Background: an optimization exercise with open tools, aiming at small area. Do not read the settings as production practice.
Only simulation tests tie the RTL to the original design; equivalence was not proved.
The clock port is modelled as an ideal driver, which makes a skipped or thinned clock tree look cheaper than it is; a real chip needs a root buffer or a tree.
No activity file was given, so power comes from the tool's default toggle rates.

trial 26:
==> module keypad_calc_top, before the edit <==
module keypad_calc_top (
    input  logic       clk_i,
    input  logic       reset_i,
    input  logic [3:0] key_code_i,
    input  logic       key_detect_i,
    output logic       key_error_o,
    output logic [7:0] result_o,
    output logic       result_valid_o,
    output logic [4:0] result_addr_o
);
    localparam logic [3:0] S_W0   = 4'b0000;   
    localparam logic [3:0] S_C0   = 4'b0001;   
    localparam logic [3:0] S_W1   = 4'b0010;   
    localparam logic [3:0] S_W0V  = 4'b1000;   
    localparam logic [3:0] S_C0V  = 4'b1001;   
    localparam logic [3:0] S_W1V  = 4'b1010;   
    localparam logic [3:0] S_W0R  = 4'b1011;   
    localparam logic [3:0] S_W0W  = 4'b1100;   
    localparam logic [3:0] S_C0W  = 4'b1101;   
    localparam logic [3:0] S_R    = 4'b1110;   
    localparam logic [3:0] S_L    = 4'b1111;   
    logic [3:0] state, state_d;
    logic [3:0] key_q, a_q, b_q;
    logic [2:0] op_q;
    logic [6:0] res_q;
    logic checking, key_ok, digit_ok, wr;
    assign digit_ok = !key_q[3] || (!key_q[2] && !key_q[1]);
    always_comb begin
        case (state)
            4'b0011: key_ok = key_q[3] && (key_q[2] || key_q[1]) && !(key_q[2] && key_q[1] && key_q[0]);
            4'b0111: key_ok = &key_q;
            default: key_ok = digit_ok;
        endcase
    end
    assign checking = (!state[3] && state[0]) || state == S_C0V || state == S_C0W;
    assign wr       = state == S_W0W || state == S_C0W;
    assign result_valid_o = state == S_W0V || state == S_C0V || state == S_W1V;
    always_comb begin
        case (state)
            S_L:   state_d = S_R;
            S_R:   state_d = S_W0R;
            S_W0R: state_d = key_detect_i ? S_C0W : S_W0W;
            S_W0W: state_d = key_detect_i ? S_C0V : S_W0V;
            S_C0W: state_d = key_ok ? S_W1V : S_W0V;
            S_W0V: state_d = key_detect_i ? S_C0 : S_W0;
            S_C0V: state_d = key_ok ? S_W1 : S_W0;
            S_W1V: state_d = key_detect_i ? 4'b0011 : S_W1;
            4'b0111: state_d = key_ok ? S_L : 4'b0110;
            default: begin
                if (!state[0]) state_d = key_detect_i ? state | 4'd1 : state;
                else           state_d = key_ok ? state + 4'd1 : state & 4'b1110;
            end
        endcase
    end
    logic       sub;
    logic [4:0] sum;
    assign sub = op_q[0];
    assign sum = {1'b0, a_q} + {1'b0, b_q ^ {4{sub}}} + {4'd0, sub};
    logic p, q, r, s, t;
    logic [6:0] prod;
    assign p = (a_q[3] & b_q[0]) | (a_q[1] & b_q[2]);
    assign q = (a_q[0] & b_q[3]) | (a_q[2] & b_q[1]);
    assign r = (a_q[3] & b_q[1]) | (a_q[1] & b_q[3]) | (a_q[2] & b_q[2]);
    assign s = (a_q[3] & b_q[2]) | (a_q[2] & b_q[3]);
    assign t = a_q[3] & b_q[3];
    assign prod = {6'd0, a_q[0] & b_q[0]}
                + {5'd0, a_q[1] & b_q[0], 1'b0} + {5'd0, a_q[0] & b_q[1], 1'b0}
                + {4'd0, a_q[2] & b_q[0], 2'b0} + {4'd0, a_q[1] & b_q[1], 2'b0}
                + {4'd0, a_q[0] & b_q[2], 2'b0}
                + {3'd0, p, 3'b0} + {3'd0, q, 3'b0} + {t, s, r, 4'b0};
    logic [6:0] alu_out;
    always_comb begin
        case (op_q)
            3'b010, 3'b011: alu_out = {{2{sub & ~sum[4]}}, sum[4] ^ sub, sum[3:0]};
            3'b100:  alu_out = {3'd0, a_q & b_q};
            3'b101:  alu_out = {3'd0, a_q | b_q};
            3'b110:  alu_out = prod;
            default: alu_out = 7'd0;
        endcase
    end
    assign result_o = {res_q[6] & res_q[5], res_q};
    always_ff @(posedge clk_i, posedge reset_i) begin
        if (reset_i) begin
            state          <= S_W0;
            key_error_o    <= 1'b0;
            res_q          <= 7'd0;
            result_addr_o <= 5'd0;
        end else begin
            state          <= state_d;
            key_error_o    <= checking && !key_ok;
            if (wr) begin
                res_q  <= alu_out;
                result_addr_o <= (result_addr_o == 5'd0 || result_addr_o == 5'd30) ? 5'd3
                                 : result_addr_o + 5'd3;
            end
        end
    end
    always_ff @(posedge clk_i) begin
        key_q <= key_code_i;
        if (state == S_C0 || state == S_C0V || state == S_C0W) a_q <= key_q;
        if (state == 4'b0011) op_q <= key_q[2:0];
        if (state == 4'b0101) b_q <= key_q;
    end
endmodule
Settings: LEC_CHECK=0, CAP_MARGIN=20, CORE_MARGIN=2, CORE_UTILIZATION=40, SLEW_MARGIN=20; clock period 10.0 ns.
standard.sh (not shown) runs the stock make flow with config.mk's settings and CLKGATE_MAP_FILE= SYNTH_SCRIPT=/design/flow/synth_recipe.tcl, a recipe that flattens the netlist after the stock synthesis.
==> flow/flow/run.sh <==
#!/bin/bash
# Standard ORFS synthesis; the combinational logic re-mapped for area with a
# longer ABC run (registers untouched); standard ORFS floorplan and placement
# with small port buffers; a clock tree of one buffer; then the standard ORFS
# routing and finishing. Each tool's full output goes to a log file of its
# own in the work folder.
set -euo pipefail
cd "$(dirname "$0")/.."
W=$(pwd)
export R=$W/orfs/results/$FLOW_PLATFORM/keypad_calc_top/base
KNOBS=("BUFFER_PORTS_ARGS=-buffer_cell sky130_fd_sc_hd__buf_1")
bash standard.sh synth > log_1_synth.log 2>&1
cp $R/1_2_yosys.v $R/1_2_yosys_standard.v
mkdir -p reopt
cp flow/reopt.ys flow/abc.script reopt/
cp $FLOW_HOME/platforms/$FLOW_PLATFORM/lib/sky130_fd_sc_hd__tt_025C_1v80.lib reopt/lib.lib
cp $R/1_2_yosys_standard.v reopt/in.v
sed -i "s/top_name/$FLOW_TOP/" reopt/reopt.ys
(cd reopt && yosys -s reopt.ys) > log_2_reopt.log 2>&1
cp reopt/out.v $R/1_2_yosys.v
rm -f $R/1_synth.odb $R/1_synth.sdc
bash standard.sh "${KNOBS[@]}" place > log_3_place.log 2>&1
CLKBUF=sky130_fd_sc_hd__clkbuf_16 CLKPORT=clk_i openroad -no_init -exit flow/clock_buffer.tcl > log_4_clock.log 2>&1
cp $R/4_1_cts.odb $R/4_cts.odb
sed '/^create_clock/a set_propagated_clock [get_clocks {core_clock}]' $R/3_place.sdc > $R/4_cts.sdc
bash standard.sh "${KNOBS[@]}" finish > log_5_finish.log 2>&1
Other scripts of this flow, unchanged in this note and not shown: flow/flow/abc.script, flow/flow/clock_buffer.tcl, flow/flow/reopt.ys
#### Input delta (trial 13 over trial 26)
-- flow/design.v --
<<< trial 26, line 22
    localparam logic [3:0] S_L    = 4'b1111;   
    logic [3:0] state, state_d;
    logic [3:0] key_q, a_q, b_q;
    logic [2:0] op_q;
    logic [6:0] res_q;
>>> trial 13, line 22
    localparam logic [3:0] S_L    = 4'b1111;   
    logic [3:0] state, state_d;
    logic [3:0] key_q, a_q;
    logic [2:0] op_q;
    logic [6:0] res_q;
<<< trial 26, line 54
        endcase
    end
    logic       sub;
    logic [4:0] sum;
    assign sub = op_q[0];
    assign sum = {1'b0, a_q} + {1'b0, b_q ^ {4{sub}}} + {4'd0, sub};
    logic p, q, r, s, t;
    logic [6:0] prod;
    assign p = (a_q[3] & b_q[0]) | (a_q[1] & b_q[2]);
    assign q = (a_q[0] & b_q[3]) | (a_q[2] & b_q[1]);
    assign r = (a_q[3] & b_q[1]) | (a_q[1] & b_q[3]) | (a_q[2] & b_q[2]);
    assign s = (a_q[3] & b_q[2]) | (a_q[2] & b_q[3]);
    assign t = a_q[3] & b_q[3];
    assign prod = {6'd0, a_q[0] & b_q[0]}
                + {5'd0, a_q[1] & b_q[0], 1'b0} + {5'd0, a_q[0] & b_q[1], 1'b0}
                + {4'd0, a_q[2] & b_q[0], 2'b0} + {4'd0, a_q[1] & b_q[1], 2'b0}
                + {4'd0, a_q[0] & b_q[2], 2'b0}
                + {3'd0, p, 3'b0} + {3'd0, q, 3'b0} + {t, s, r, 4'b0};
    logic [6:0] alu_out;
    always_comb begin
        case (op_q)
            3'b010, 3'b011: alu_out = {{2{sub & ~sum[4]}}, sum[4] ^ sub, sum[3:0]};
            3'b100:  alu_out = {3'd0, a_q & b_q};
            3'b101:  alu_out = {3'd0, a_q | b_q};
            3'b110:  alu_out = prod;
            default: alu_out = 7'd0;
        endcase
    end
    assign result_o = {res_q[6] & res_q[5], res_q};
    always_ff @(posedge clk_i, posedge reset_i) begin
>>> trial 13, line 54
        endcase
    end
    logic mul, sub, lgc;
    assign mul = op_q[2] & op_q[1];
    assign sub = !op_q[2] & op_q[0];
    assign lgc = op_q[2] & !op_q[1];
    logic [6:0] row0, row1, row2, alu_out;
    assign row0 = lgc ? {3'd0, op_q[0] ? (a_q ^ key_q) : (a_q & key_q)}
                : (mul && !key_q[0]) ? 7'd0 : {3'd0, a_q};
    assign row1 = (mul && key_q[1]) ? {2'd0, a_q, 1'b0} : 7'd0;
    assign row2 = lgc ? {3'd0, op_q[0] ? (a_q & key_q) : 4'd0}
                : mul ? (key_q[3] ? {a_q, 3'd0} : (key_q[2] ? {1'b0, a_q, 2'd0} : 7'd0))
                      : ({3'd0, key_q} ^ {7{sub}});
    assign alu_out = row0 + row1 + row2 + {6'd0, sub};
    assign result_o = {res_q[6] & res_q[5], res_q};
    always_ff @(posedge clk_i, posedge reset_i) begin
<<< trial 26, line 91
            key_error_o    <= checking && !key_ok;
            if (wr) begin
                res_q  <= alu_out;
                result_addr_o <= (result_addr_o == 5'd0 || result_addr_o == 5'd30) ? 5'd3
                                 : result_addr_o + 5'd3;
>>> trial 13, line 77
            key_error_o    <= checking && !key_ok;
            if (wr) begin
                res_q  <= {a_q, op_q};
                result_addr_o <= (result_addr_o == 5'd0 || result_addr_o == 5'd30) ? 5'd3
                                 : result_addr_o + 5'd3;
<<< trial 26, line 99
    always_ff @(posedge clk_i) begin
        key_q <= key_code_i;
        if (state == S_C0 || state == S_C0V || state == S_C0W) a_q <= key_q;
        if (state == 4'b0011) op_q <= key_q[2:0];
        if (state == 4'b0101) b_q <= key_q;
    end
endmodule
>>> trial 13, line 85
    always_ff @(posedge clk_i) begin
        key_q <= key_code_i;
        if (state == 4'b0101) begin
            if (digit_ok) {a_q, op_q} <= alu_out;
        end else begin
            if (state == S_C0 || state == S_C0V || state == S_C0W) a_q <= key_q;
            if (state == 4'b0011) op_q <= key_q[2:0];
        end
    end
endmodule
## What came out
- Of trial 13 and trial 26, the higher final critical-path required period belongs to trial 13.
- [compare] base=trial 26 new=trial 13: setup slack of the critical path after layout went down 0.33 ns, placer congestion estimate went down about 3.3%, via count of the first global-routing pass went up 107.
- Trial 13 gives less summed instance area of the synthesized netlist than trial 26 did.
- For the utilization after layout, trial 13 came in 1.4 points higher than trial 26 did.
- The run showing the greater peak supply drop is trial 13.
- Average vias per placed instance (trial 13 vs. trial 26) decreases slightly
- Diff trial 26 -> trial 13: total power after layout moved up; number of cells on the critical path moved up; design area moved down; delay contributed by the slowest stage of the critical path level.
- Comparing the two runs side by side, trial 13 comes out behind trial 26 on routed wire length.
- [trial 13 vs trial 26] synthesized area per cell: lower in trial 13
No run of this note takes its clock network from TritonCTS; it comes from the design's own scripts or RTL.

[port drivers added, routing unchanged]
In the flow no input, the clock included, has a driving cell. The finished layouts below were timed again as built, in two steps. Step 1 assumes that a clkbuf_16 drives the clock port and a buf_2 every other input. Step 2 adds t to the input delays and takes it off the output delays; t is the mean of the earliest and latest rising clock arrival at the registers after step 1. Input paths then give back, and output paths get back, about the clock's delay inside the block. Three values: ideal ports, drivers, drivers and shift; two values: the first two.
run | t, ns | slack for setup (ns) | hold WS [ns] | worst register clock-pin slew, ns | pins driven straight from the clock port
trial 26 | 0.196 | 6.904 / 6.877 / 7.072 | 0.468 / 0.467 / 0.467 | 0.11 / 0.11 | 1
trial 13 | 0.191 | 6.579 / 6.579 / 6.579 | 0.519 / 0.519 / 0.519 | 0.10 / 0.10 | 1
After both steps setup and hold are still met in every run listed.
